Source: an optimization exercise on an open RTL-to-GDS flow (aim: small area and few clock cycles per item). Production flows keep margins and buffers that such runs may drop. Only simulation tests tie the RTL to the original design; equivalence was not proved. Power figures rest on the tool's default switching activity, not on a simulated workload. The flow treats the clock pin as an ideal source, which a real chip does not have.

Design palette_bitplane_tile_encoder, start of the top module:
module palette_bitplane_tile_encoder #(
    parameter int PALETTE_DEPTH = 16
) (
    input  logic                            aclk,
    input  logic                            aresetn,
    input  logic                            s_tvalid,
    output logic                            s_tready,
    input  logic [pbte_pkg::COLOR_W-1:0]    s_tdata,   
    input  logic                            s_tuser,   
    output logic                            m_tvalid,
    input  logic                            m_tready,
    output logic [pbte_pkg::TDATA_W-1:0]    m_tdata,
    input  logic                            psel,
    input  logic                            penable,
    input  logic                            pwrite,
    input  logic [pbte_pkg::APB_ADDR_W-1:0] paddr,
    input  logic [pbte_pkg::APB_DATA_W-1:0] pwdata,
    output logic [pbte_pkg::APB_DATA_W-1:0] prdata,
    output logic                            pready
);
export LEC_CHECK = 0
export CAP_MARGIN = 20
export CORE_MARGIN = 2
export CORE_UTILIZATION = 40
export GPL_TIMING_DRIVEN = 0
export SLEW_MARGIN = 20
create_clock -name core_clock -period 5.0 [get_ports {aclk}]
run.sh (not shown) runs the stock make flow with config.mk's settings and CLKGATE_MAP_FILE= SYNTH_SCRIPT=/design/flow/synth_recipe.tcl, a recipe that flattens the netlist after the stock synthesis.
The baseline passed the timing, design-rule and antenna checks.
Testbench counts at the start, summed over its fixed seeds: cycles 32,967, pixels 32,768.
Next try:
==> flow/flow/run.sh (new file) <==
#!/bin/bash
# The standard layout, with the clock tree built without dummy loads.
# make's output goes to orfs_make.log; each tool's own log is under orfs/logs/.
set -euo pipefail
export CTS_ARGS="-sink_clustering_enable -repair_clock_nets -dont_use_dummy_load -sink_clustering_size 30 -sink_clustering_max_diameter 100"
bash standard.sh finish > orfs_make.log 2>&1
==> flow/standard.sh (new file) <==
#!/bin/bash
# synth_recipe.tcl (not shown) runs the flow's synth.tcl, then flattens the netlist and writes it again
# the make line also repeats each setting of config.mk as NAME=value (left out here)
make -C /OpenROAD-flow-scripts/flow DESIGN_CONFIG=/design/flow/config.mk WORK_HOME=/design/flow/orfs CLKGATE_MAP_FILE= SYNTH_SCRIPT=/design/flow/synth_recipe.tcl "${@:-finish}"
Settings changed: CTS_CLUSTER_DIAMETER set to 100, CTS_CLUSTER_SIZE set to 30, GPL_TIMING_DRIVEN 0 to unset.
removed: flow/run.sh
What happened:
- die area does not change
- fmax rises by about 28%
- sequential share of layout area rises by 4.0 points
- power falls by 23%
- worst setup slack improves by 1.1 ns
- register-to-register slack improves by 0.33 ns
- combinational power falls by about 13%
- critical path depth falls by 3
- wire length falls by 17%
Next try:
==> flow/flow/run.sh (replaced) <==
#!/bin/bash
# The standard layout, with the clock tree built without dummy loads.
set -euo pipefail
export CTS_ARGS="-sink_clustering_enable -repair_clock_nets -dont_use_dummy_load"
bash standard.sh > orfs_make.log 2>&1
Settings changed: CTS_CLUSTER_DIAMETER 100 to unset, CTS_CLUSTER_SIZE 30 to unset.
After rerunning: Synthesized area is unchanged. Flip-flop and latch count does not change. Total power went up by about a fifth. Core utilization went up by 1.7 points. Final cell count rises slightly. Register-to-register slack stays flat.
Next try:
==> flow/flow/run.sh (replaced) <==
#!/bin/bash
# The standard layout, with the clock tree built without dummy loads.
# make's output goes to orfs_make.log; each tool's own log is under orfs/logs/.
set -euo pipefail
export CTS_ARGS="-sink_clustering_enable -repair_clock_nets -dont_use_dummy_load -sink_clustering_size 30 -sink_clustering_max_diameter 100"
bash standard.sh finish > orfs_make.log 2>&1
Settings changed: CORE_UTILIZATION 40 to 60, CTS_CLUSTER_DIAMETER set to 100, CTS_CLUSTER_SIZE set to 30.
Outcome: Power shrinks by 16%; worst hold slack is better by 0.018 ns; design area falls by 4.9%; utilization increases by 20 points; sequential power hardly moves; global-route usage grows by 9.1 points; via count drops by 1.5%.
Next try:
==> flow/flow/run.sh (replaced) <==
#!/bin/bash
# The standard layout with two changes:
#  - synthesis maps the logic with an area-oriented ABC script (abc_area.script);
#    everything else in synthesis, registers included, is the standard one;
#  - the clock tree is built without dummy loads.
# make's output goes to orfs_make.log; each tool's own log is under orfs/logs/.
set -euo pipefail
here=$(pwd)
export MY_ABC_SCRIPT="$here/flow/abc_area.script"
export CTS_ARGS="-sink_clustering_enable -repair_clock_nets -dont_use_dummy_load"
bash standard.sh SYNTH_SCRIPT="$here/flow/synth_area.tcl" finish > orfs_make.log 2>&1
==> flow/flow/abc_area.script (new file) <==
strash
dch -f
amap -m
topo
dnsize -c
==> flow/flow/synth_area.tcl (new file) <==
# synth_recipe.tcl, with ABC run on the script that MY_ABC_SCRIPT names.
proc synth {args} { yosys synth -nofsm -noshare {*}$args }
proc abc {args} {
  set i [lsearch -exact $args -script]
  if { $i >= 0 && [info exists ::env(MY_ABC_SCRIPT)] } {
    lset args [expr {$i + 1}] $::env(MY_ABC_SCRIPT)
  }
  yosys abc {*}$args
}
source $::env(SCRIPTS_DIR)/synth.tcl
# left out here: clear keep_hierarchy, flatten, clean up, hide names made inside functions, write 1_2_yosys.v
Settings changed: CORE_UTILIZATION 60 to 40, CTS_CLUSTER_DIAMETER 100 to unset, CTS_CLUSTER_SIZE 30 to unset.
=> The changed run finished clean; first-iteration DRC count rises to 2.6 times its value; sequential share of layout area falls by 4.4 points; non-clock buffer count rose by 141; wire length came out higher by 58%; core utilization drops by 16 points; final area came out higher by about 9%.
Next try:
==> flow/run.sh (new file) <==
#!/bin/bash
# synth_recipe.tcl (not shown) runs the flow's synth.tcl, then flattens the netlist and writes it again
# the make line also repeats each setting of config.mk as NAME=value (left out here)
make -C /OpenROAD-flow-scripts/flow DESIGN_CONFIG=/design/flow/config.mk WORK_HOME=/design/flow/orfs CLKGATE_MAP_FILE= SYNTH_SCRIPT=/design/flow/synth_recipe.tcl finish
Settings changed: CTS_CLUSTER_DIAMETER set to 100, CTS_CLUSTER_SIZE set to 30.
removed: flow/flow/run.sh
removed: flow/flow/abc_area.script
removed: flow/flow/synth_area.tcl
removed: flow/standard.sh
Result: The new run produced a clean layout. Routed wire length drops by 36%. Total power drops by 16%. Utilization falls by 5.6 points. Critical path depth shrinks by 8. Non-clock buffer count came out lower by 143. Clock power came out lower by 38%.

---

## garnet
Another version of the RTL of palette_bitplane_tile_encoder (not shown whole).
Size in the first run: ~1500 cells after synthesis, roughly 550 flip-flops, about 130 I/O pins, ~0.020 mm² of cells after synthesis.
Settings: LEC_CHECK=0, CAP_MARGIN=20, CORE_MARGIN=2, CORE_UTILIZATION=40, CTS_CLUSTER_DIAMETER=100, CTS_CLUSTER_SIZE=30, SLEW_MARGIN=20; clock period 5.0 ns.
Stock flow here: none of the scripts above is used.
Testbench counts of garnet, summed over its fixed seeds: cycles 33,665, pixels 32,768.
What raven does differently from garnet at the input level:
Settings: setting PLACE_DENSITY to 0.8 for the first time.
==> flow/flow/run.sh (new file) <==
#!/bin/bash
# The standard layout with three changes: the ports are buffered with
# sky130_fd_sc_hd__buf_1 cells, the clock tree is built without dummy loads,
# and the constant outputs share synthesis's single tie cell.
# make's output goes to orfs_make.log; each tool's own log is under orfs/logs/.
set -euo pipefail
export BUFFER_PORTS_ARGS="-buffer_cell sky130_fd_sc_hd__buf_1"
export CTS_ARGS="-sink_clustering_enable -repair_clock_nets -dont_use_dummy_load -sink_clustering_size 30 -sink_clustering_max_diameter 100"
export SKIP_REPAIR_TIE_FANOUT=1
bash standard.sh finish > orfs_make.log 2>&1
==> flow/standard.sh (new file) <==
#!/bin/bash
# synth_recipe.tcl (not shown) runs the flow's synth.tcl, then flattens the netlist and writes it again
# the make line also repeats each setting of config.mk as NAME=value (left out here)
make -C /OpenROAD-flow-scripts/flow DESIGN_CONFIG=/design/flow/config.mk WORK_HOME=/design/flow/orfs CLKGATE_MAP_FILE= SYNTH_SCRIPT=/design/flow/synth_recipe.tcl "${@:-finish}"
removed: flow/run.sh
[summary]
- raven did not stop at any stage, and its layout met the timing, design-rule and antenna checks.
- In the tables for raven and garnet, final worst-path cycle share reads lower with raven.
- As far as post-synthesis share of cell area spent on full adders, half adders and majority gates goes, raven and garnet are indistinguishable; the numbers are identical.
- Number of clock buffers in the layout: raven vs garnet down 24%
Here is what was changed in the inputs of quartz compared with raven.
Settings: putting GPL_TIMING_DRIVEN at 0 where nothing was set; clearing PLACE_DENSITY, which used to be 0.8.
## What came out
- raven -> quartz: well tap count flat
- Compared with raven, quartz shows a worst setup slack for register-to-register paths that is 100 ps lower.
- Going from raven to quartz, wire length per cell after detailed routing grew by more than 10%.
- Compared with raven, quartz shows a higher period utilization.
- Core utilization (lower): raven
- On total power, raven beats quartz.
- Relative to raven, the largest fanout on the critical path of quartz is higher by 3.
## Diff of input files: zinc against quartz
Settings: PLACE_DENSITY: unset -> 0.9; GPL_TIMING_DRIVEN: 0 -> unset.
==> flow/flow/run.sh <==
#!/bin/bash
# The standard layout with two changes: the ports are buffered with
# sky130_fd_sc_hd__buf_1 cells, and the clock tree is built without dummy loads.
# make's output goes to orfs_make.log; each tool's own log is under orfs/logs/.
set -euo pipefail
export BUFFER_PORTS_ARGS="-buffer_cell sky130_fd_sc_hd__buf_1"
export CTS_ARGS="-sink_clustering_enable -repair_clock_nets -dont_use_dummy_load -sink_clustering_size 30 -sink_clustering_max_diameter 100"
bash standard.sh finish > orfs_make.log 2>&1
- Compared with quartz, zinc shows a power share of the combinational group that is 1.2 points lower.
- Diff quartz -> zinc: detailed-routing iteration count for the pre-antenna-repair pass up 2; via count went down by 125.
- Final design area excluding fillers on zinc is ahead of quartz.
- zinc ends up with a global-route met3 utilization that is 0.26 points lower than in quartz.
- Of zinc and quartz, it is zinc that has the lower global routing usage summed across all routing layers.
- When the final numbers for zinc and quartz were put side by side, the filler cell count turned out to be smaller in zinc.
- Cell count (lower): zinc

---

build 52:
Another version of the RTL of palette_bitplane_tile_encoder (not shown whole).
Size in the first run: about 590 flip-flops, roughly 130 I/O pins, about 0.022 sq mm of cells after synthesis.
export LEC_CHECK = 0
export CAP_MARGIN = 20
export CORE_MARGIN = 2
export CORE_UTILIZATION = 40
export CTS_CLUSTER_DIAMETER = 60
export CTS_CLUSTER_SIZE = 28
export SLEW_MARGIN = 20
create_clock -name core_clock -period 5.0 [get_ports {aclk}]
Stock flow here: none of the scripts above is used.
Having completed the whole flow, build 52 delivered a layout that passed the timing, design-rule and antenna checks.
Testbench counts of build 52, summed over its fixed seeds: cycles 33,319, pixels 32,768.
Relative to build 52, the following input files were edited for build 35:
# build 52
export LEC_CHECK = 0
export CAP_MARGIN = 20
export CORE_MARGIN = 2
export CORE_UTILIZATION = 40
export CTS_CLUSTER_DIAMETER = 60
export CTS_CLUSTER_SIZE = 28
export SLEW_MARGIN = 20
create_clock -name core_clock -period 5.0 [get_ports {aclk}]
# build 35
export LEC_CHECK = 0
export CAP_MARGIN = 20
export CORE_MARGIN = 2
export CORE_UTILIZATION = 40
export CTS_CLUSTER_DIAMETER = 80
export CTS_CLUSTER_SIZE = 25
export SLEW_MARGIN = 20
create_clock -name core_clock -period 5.0 [get_ports {aclk}]
--- outcome ---
Build 52 has a higher count of nets after finishing than build 35.
From build 52 to build 35 the numbers moved as follows: routed length on met3 now smaller; combinational group share of total power rose by 0.7 points; post-route clock skew saw a decrease.
[inputs] build 21 vs build 35
# build 35
export LEC_CHECK = 0
export CAP_MARGIN = 20
export CORE_MARGIN = 2
export CORE_UTILIZATION = 40
export CTS_CLUSTER_DIAMETER = 80
export CTS_CLUSTER_SIZE = 25
export SLEW_MARGIN = 20
create_clock -name core_clock -period 5.0 [get_ports {aclk}]
# build 21
export LEC_CHECK = 0
export CAP_MARGIN = 20
export CORE_MARGIN = 2
export CORE_UTILIZATION = 40
export CTS_CLUSTER_DIAMETER = 100
export CTS_CLUSTER_SIZE = 30
export PLACE_DENSITY = 0.8
export SLEW_MARGIN = 20
create_clock -name core_clock -period 5.0 [get_ports {aclk}]
[summary]
Against build 35, the final cell area of build 21 is lower.
| final hold slack | build 21 vs build 35 | 0.0059 ns higher |
For build 35, the launching instance or port of the critical path was s_tdata[18], unlike build 21, where it was s_tdata[2].
Compare build 21 and build 35 | number of global-route vias before repair lower: build 35
Power density normalized to cell area ends up lower on build 21.
The inputs of build 41 differ from those of build 21 as listed below.
# build 21
export LEC_CHECK = 0
export CAP_MARGIN = 20
export CORE_MARGIN = 2
export CORE_UTILIZATION = 40
export CTS_CLUSTER_DIAMETER = 100
export CTS_CLUSTER_SIZE = 30
export PLACE_DENSITY = 0.8
export SLEW_MARGIN = 20
create_clock -name core_clock -period 5.0 [get_ports {aclk}]
# build 41
export LEC_CHECK = 0
export CAP_MARGIN = 20
export CORE_MARGIN = 2
export CORE_UTILIZATION = 40
export CTS_CLUSTER_DIAMETER = 100
export CTS_CLUSTER_SIZE = 30
export SLEW_MARGIN = 20
create_clock -name core_clock -period 5.0 [get_ports {aclk}]
==> flow/flow/run.sh (new file) <==
#!/bin/bash
# The standard layout, except that synthesis maps the logic with an
# area-oriented ABC script (flow/abc_area.script); everything else in
# synthesis, registers included, is the standard one.
# make's output goes to orfs_make.log; each tool's own log is under orfs/logs/.
set -euo pipefail
here=$(pwd)
export MY_ABC_SCRIPT="$here/flow/abc_area.script"
bash standard.sh SYNTH_SCRIPT="$here/flow/synth_area.tcl" finish > orfs_make.log 2>&1
==> flow/flow/abc_area.script (new file) <==
&get -n
&st
&dch -f
&nf -R 1000 -a
&put
topo
dnsize -c
==> flow/flow/synth_area.tcl (new file) <==
# synth_recipe.tcl, with ABC run on the script that MY_ABC_SCRIPT names.
proc synth {args} { yosys synth -nofsm -noshare {*}$args }
proc abc {args} {
  set i [lsearch -exact $args -script]
  if { $i >= 0 && [info exists ::env(MY_ABC_SCRIPT)] } {
    lset args [expr {$i + 1}] $::env(MY_ABC_SCRIPT)
  }
  yosys abc {*}$args
}
source $::env(SCRIPTS_DIR)/synth.tcl
# left out here: clear keep_hierarchy, flatten, clean up, hide names made inside functions, write 1_2_yosys.v
==> flow/standard.sh (new file) <==
#!/bin/bash
# synth_recipe.tcl (not shown) runs the flow's synth.tcl, then flattens the netlist and writes it again
# the make line also repeats each setting of config.mk as NAME=value (left out here)
make -C /OpenROAD-flow-scripts/flow DESIGN_CONFIG=/design/flow/config.mk WORK_HOME=/design/flow/orfs CLKGATE_MAP_FILE= SYNTH_SCRIPT=/design/flow/synth_recipe.tcl "${@:-finish}"
removed: flow/run.sh
--- outcome ---
- Build 41 completed; timing, DRC and antenna clean
- Side by side, detailed-routing iteration count for the pre-antenna-repair pass turned out higher in build 41 than in build 21.
- Compared with build 21, build 41 shows a final worst hold slack that is 0.0055 ns lower.
- When the final numbers for build 41 and build 21 were put side by side, the clock buffer count in the final layout turned out to be greater in build 41.
- Build 21 reports its endpoint of the most critical setup path as u_planes.plane_low[0]$_DFFE_PP_ while build 41 reports u_palette.count_reg[2]$_SDFFE_PN0P_.
- Build 41 — pin slew with the least headroom to its limit 0.19 ns higher, build 21 as reference
- On post-layout minimum cycle time: build 41 sits above build 21.
- Against build 21, build 41 reports a maximum clock skew at final layout that is lower.

---

palette_bitplane_tile_encoder again, from the RTL that the note above started with.
Design palette_bitplane_tile_encoder, start of the top module:
module palette_bitplane_tile_encoder #(
    parameter int PALETTE_DEPTH = 16
) (
    input  logic                            aclk,
    input  logic                            aresetn,
    input  logic                            s_tvalid,
    output logic                            s_tready,
    input  logic [pbte_pkg::COLOR_W-1:0]    s_tdata,   
    input  logic                            s_tuser,   
    output logic                            m_tvalid,
    input  logic                            m_tready,
    output logic [pbte_pkg::TDATA_W-1:0]    m_tdata,
    input  logic                            psel,
    input  logic                            penable,
    input  logic                            pwrite,
    input  logic [pbte_pkg::APB_ADDR_W-1:0] paddr,
    input  logic [pbte_pkg::APB_DATA_W-1:0] pwdata,
    output logic [pbte_pkg::APB_DATA_W-1:0] prdata,
    output logic                            pready
);
export LEC_CHECK = 0
export CAP_MARGIN = 20
export CORE_MARGIN = 2
export CORE_UTILIZATION = 40
export CTS_CLUSTER_DIAMETER = 100
export CTS_CLUSTER_SIZE = 30
export PLACE_DENSITY = 0.8
export SLEW_MARGIN = 20
create_clock -name core_clock -period 5.0 [get_ports {aclk}]
standard.sh (not shown) runs the stock make flow with config.mk's settings and CLKGATE_MAP_FILE= SYNTH_SCRIPT=/design/flow/synth_recipe.tcl, a recipe that flattens the netlist after the stock synthesis.
==> flow/flow/run.sh <==
#!/bin/bash
# The standard layout with two changes: the ports are buffered with
# sky130_fd_sc_hd__buf_2 cells, and the clock tree is built without dummy loads.
# make's output goes to orfs_make.log; each tool's own log is under orfs/logs/.
set -euo pipefail
export BUFFER_PORTS_ARGS="-buffer_cell sky130_fd_sc_hd__buf_2"
export CTS_ARGS="-sink_clustering_enable -repair_clock_nets -dont_use_dummy_load -sink_clustering_size 30 -sink_clustering_max_diameter 100"
bash standard.sh finish > orfs_make.log 2>&1
Testbench counts at the start, summed over its fixed seeds: cycles 33,319, pixels 32,768.
Rerun with:
==> flow/run.sh (new file) <==
#!/bin/bash
# synth_recipe.tcl (not shown) runs the flow's synth.tcl, then flattens the netlist and writes it again
# the make line also repeats each setting of config.mk as NAME=value (left out here)
make -C /OpenROAD-flow-scripts/flow DESIGN_CONFIG=/design/flow/config.mk WORK_HOME=/design/flow/orfs CLKGATE_MAP_FILE= SYNTH_SCRIPT=/design/flow/synth_recipe.tcl finish
Settings changed: PLACE_DENSITY 0.8 to default.
removed: flow/flow/run.sh
removed: flow/standard.sh
After rerunning: The changed run produced a clean layout; wire length drops by 1.5%; final cell count climbs by 2.2%; non-clock buffer count climbs by 40; global-route usage climbs by 0.18 points; clock power climbs by about 6%; sequential power barely changes; power climbs by 2.1%; clock skew drops by 0.0033 ns; hold slack gets worse by 0.0065 ns; worst setup slack gets worse by 0.26 ns.
Rerun with:
==> flow/flow/run.sh (new file) <==
#!/bin/bash
# The standard layout with three changes: the ports are buffered with
# sky130_fd_sc_hd__buf_1 cells, the clock tree is built without dummy loads,
# and the constant outputs share synthesis's single tie cell.
# make's output goes to orfs_make.log; each tool's own log is under orfs/logs/.
set -euo pipefail
export BUFFER_PORTS_ARGS="-buffer_cell sky130_fd_sc_hd__buf_1"
export CTS_ARGS="-sink_clustering_enable -repair_clock_nets -dont_use_dummy_load -sink_clustering_size 30 -sink_clustering_max_diameter 100"
export SKIP_REPAIR_TIE_FANOUT=1
bash standard.sh finish > orfs_make.log 2>&1
==> flow/standard.sh (new file) <==
#!/bin/bash
# synth_recipe.tcl (not shown) runs the flow's synth.tcl, then flattens the netlist and writes it again
# the make line also repeats each setting of config.mk as NAME=value (left out here)
make -C /OpenROAD-flow-scripts/flow DESIGN_CONFIG=/design/flow/config.mk WORK_HOME=/design/flow/orfs CLKGATE_MAP_FILE= SYNTH_SCRIPT=/design/flow/synth_recipe.tcl "${@:-finish}"
Settings changed: PLACE_DENSITY from default to 0.8.
removed: flow/run.sh
Effect: Critical path depth does not change. Worst setup slack improved by 0.37 ns. Register-to-register slack improved by 0.09 ns. First-iteration DRC count came out higher by about 60%.
Rerun with:
==> flow/flow/run.sh (replaced) <==
#!/bin/bash
# The standard layout with two changes: the ports are buffered with
# sky130_fd_sc_hd__buf_1 cells, and the clock tree is built without dummy loads.
# make's output goes to orfs_make.log; each tool's own log is under orfs/logs/.
set -euo pipefail
export BUFFER_PORTS_ARGS="-buffer_cell sky130_fd_sc_hd__buf_1"
export CTS_ARGS="-sink_clustering_enable -repair_clock_nets -dont_use_dummy_load -sink_clustering_size 30 -sink_clustering_max_diameter 100"
bash standard.sh finish > orfs_make.log 2>&1
=> Global-route usage increases by 1.0 points; first-iteration DRC count goes down by 6.1%; setup slack is about the same; clock skew is about the same; synthesized area is unchanged; final cell count is higher by 1.9%; final area came out higher by 0.94%; sequential cell count does not change; fmax stays flat.
Rerun with:
==> flow/run.sh (new file) <==
#!/bin/bash
# synth_recipe.tcl (not shown) runs the flow's synth.tcl, then flattens the netlist and writes it again
# the make line also repeats each setting of config.mk as NAME=value (left out here)
make -C /OpenROAD-flow-scripts/flow DESIGN_CONFIG=/design/flow/config.mk WORK_HOME=/design/flow/orfs CLKGATE_MAP_FILE= SYNTH_SCRIPT=/design/flow/synth_recipe.tcl finish
Settings changed: CAP_MARGIN 20 to 0, PLACE_DENSITY 0.8 to default, SLEW_MARGIN 20 to 0.
removed: flow/flow/run.sh
removed: flow/standard.sh
Outcome: Register-to-register slack got worse by 0.13 ns; die area does not change; via count falls by a few percent; worst hold slack gets better by 0.031 ns; cell count rose by a few percent; sequential share of layout area fell by 2.0 points.

==> separate check: timing with driven ports <==
How much do the figures lean on ideal ports? The routed layouts below were timed once more, with nothing changed but the port constraints.
Step 1 (the two cells are an assumption about what drives the block):
set clk [get_ports {aclk}]
set_driving_cell -lib_cell sky130_fd_sc_hd__clkbuf_16 $clk
set_driving_cell -lib_cell sky130_fd_sc_hd__buf_2 [delete_from_list [all_inputs] $clk]
Step 2 times the ports against the registers' clock, not the clock port: input delays grow and output delays shrink by t, the midpoint of the rising clock arrivals with the driver on.
Three values: ideal, step 1, step 2; two values: the first two.
run	shift t [ns]	slack for setup (ns)	slew at the worst register clock pin (ns)	worst data-port slew with drivers (ns)	pins driven straight from the clock port
the first run of note 1	0.682	0.125 / 0.156 / -0.527	0.07 / 0.07	0.04	1
the second run of note 1	0.631	1.200 / 1.237 / 0.607	0.12 / 0.12	0.04	1
the third run of note 1	0.647	1.230 / 1.255 / 0.608	0.06 / 0.06	0.05	1
the fourth run of note 1	0.608	1.084 / 1.121 / 0.513	0.12 / 0.12	0.04	1
the fifth run of note 1	0.669	0.237 / 0.272 / -0.397	0.07 / 0.07	0.06	1
the sixth run of note 1	0.652	1.240 / 1.278 / 0.626	0.12 / 0.12	0.05	1
garnet	0.619	0.177 / 0.141 / 0.141	0.12 / 0.12	0.05	1
raven	0.598	0.343 / 0.317 / 0.317	0.11 / 0.11	0.04	1
quartz	0.622	0.028 / 0.008 / 0.008	0.12 / 0.12	0.04	1
zinc	0.605	0.168 / 0.143 / 0.143	0.11 / 0.11	0.04	1
build 52	0.643	1.089 / 1.125 / 0.482	0.10 / 0.10	0.06	1
build 35	0.666	1.129 / 1.165 / 0.499	0.10 / 0.10	0.06	1
build 21	0.617	0.996 / 1.018 / 0.401	0.12 / 0.12	0.04	1
build 41	0.637	0.248 / 0.275 / -0.361	0.12 / 0.12	0.05	1
the first run of note 4	0.614	1.449 / 1.484 / 0.870	0.12 / 0.12	0.04	1
the second run of note 4	0.634	1.185 / 1.216 / 0.582	0.12 / 0.12	0.07	1
the third run of note 4	0.607	1.552 / 1.581 / 0.975	0.11 / 0.11	0.06	1
the fourth run of note 4	0.611	1.552 / 1.582 / 0.971	0.12 / 0.12	0.04	1
the fifth run of note 4	0.634	1.185 / 1.216 / 0.582	0.12 / 0.12	0.07	1
With both steps, setup timing fails in the first run of note 1, the fifth run of note 1 and build 41, where it was met with ideal ports. For the first run of note 1, which loses most, drivers alone change the setup slack by +0.031 ns; drivers and shift together by -0.652 ns.
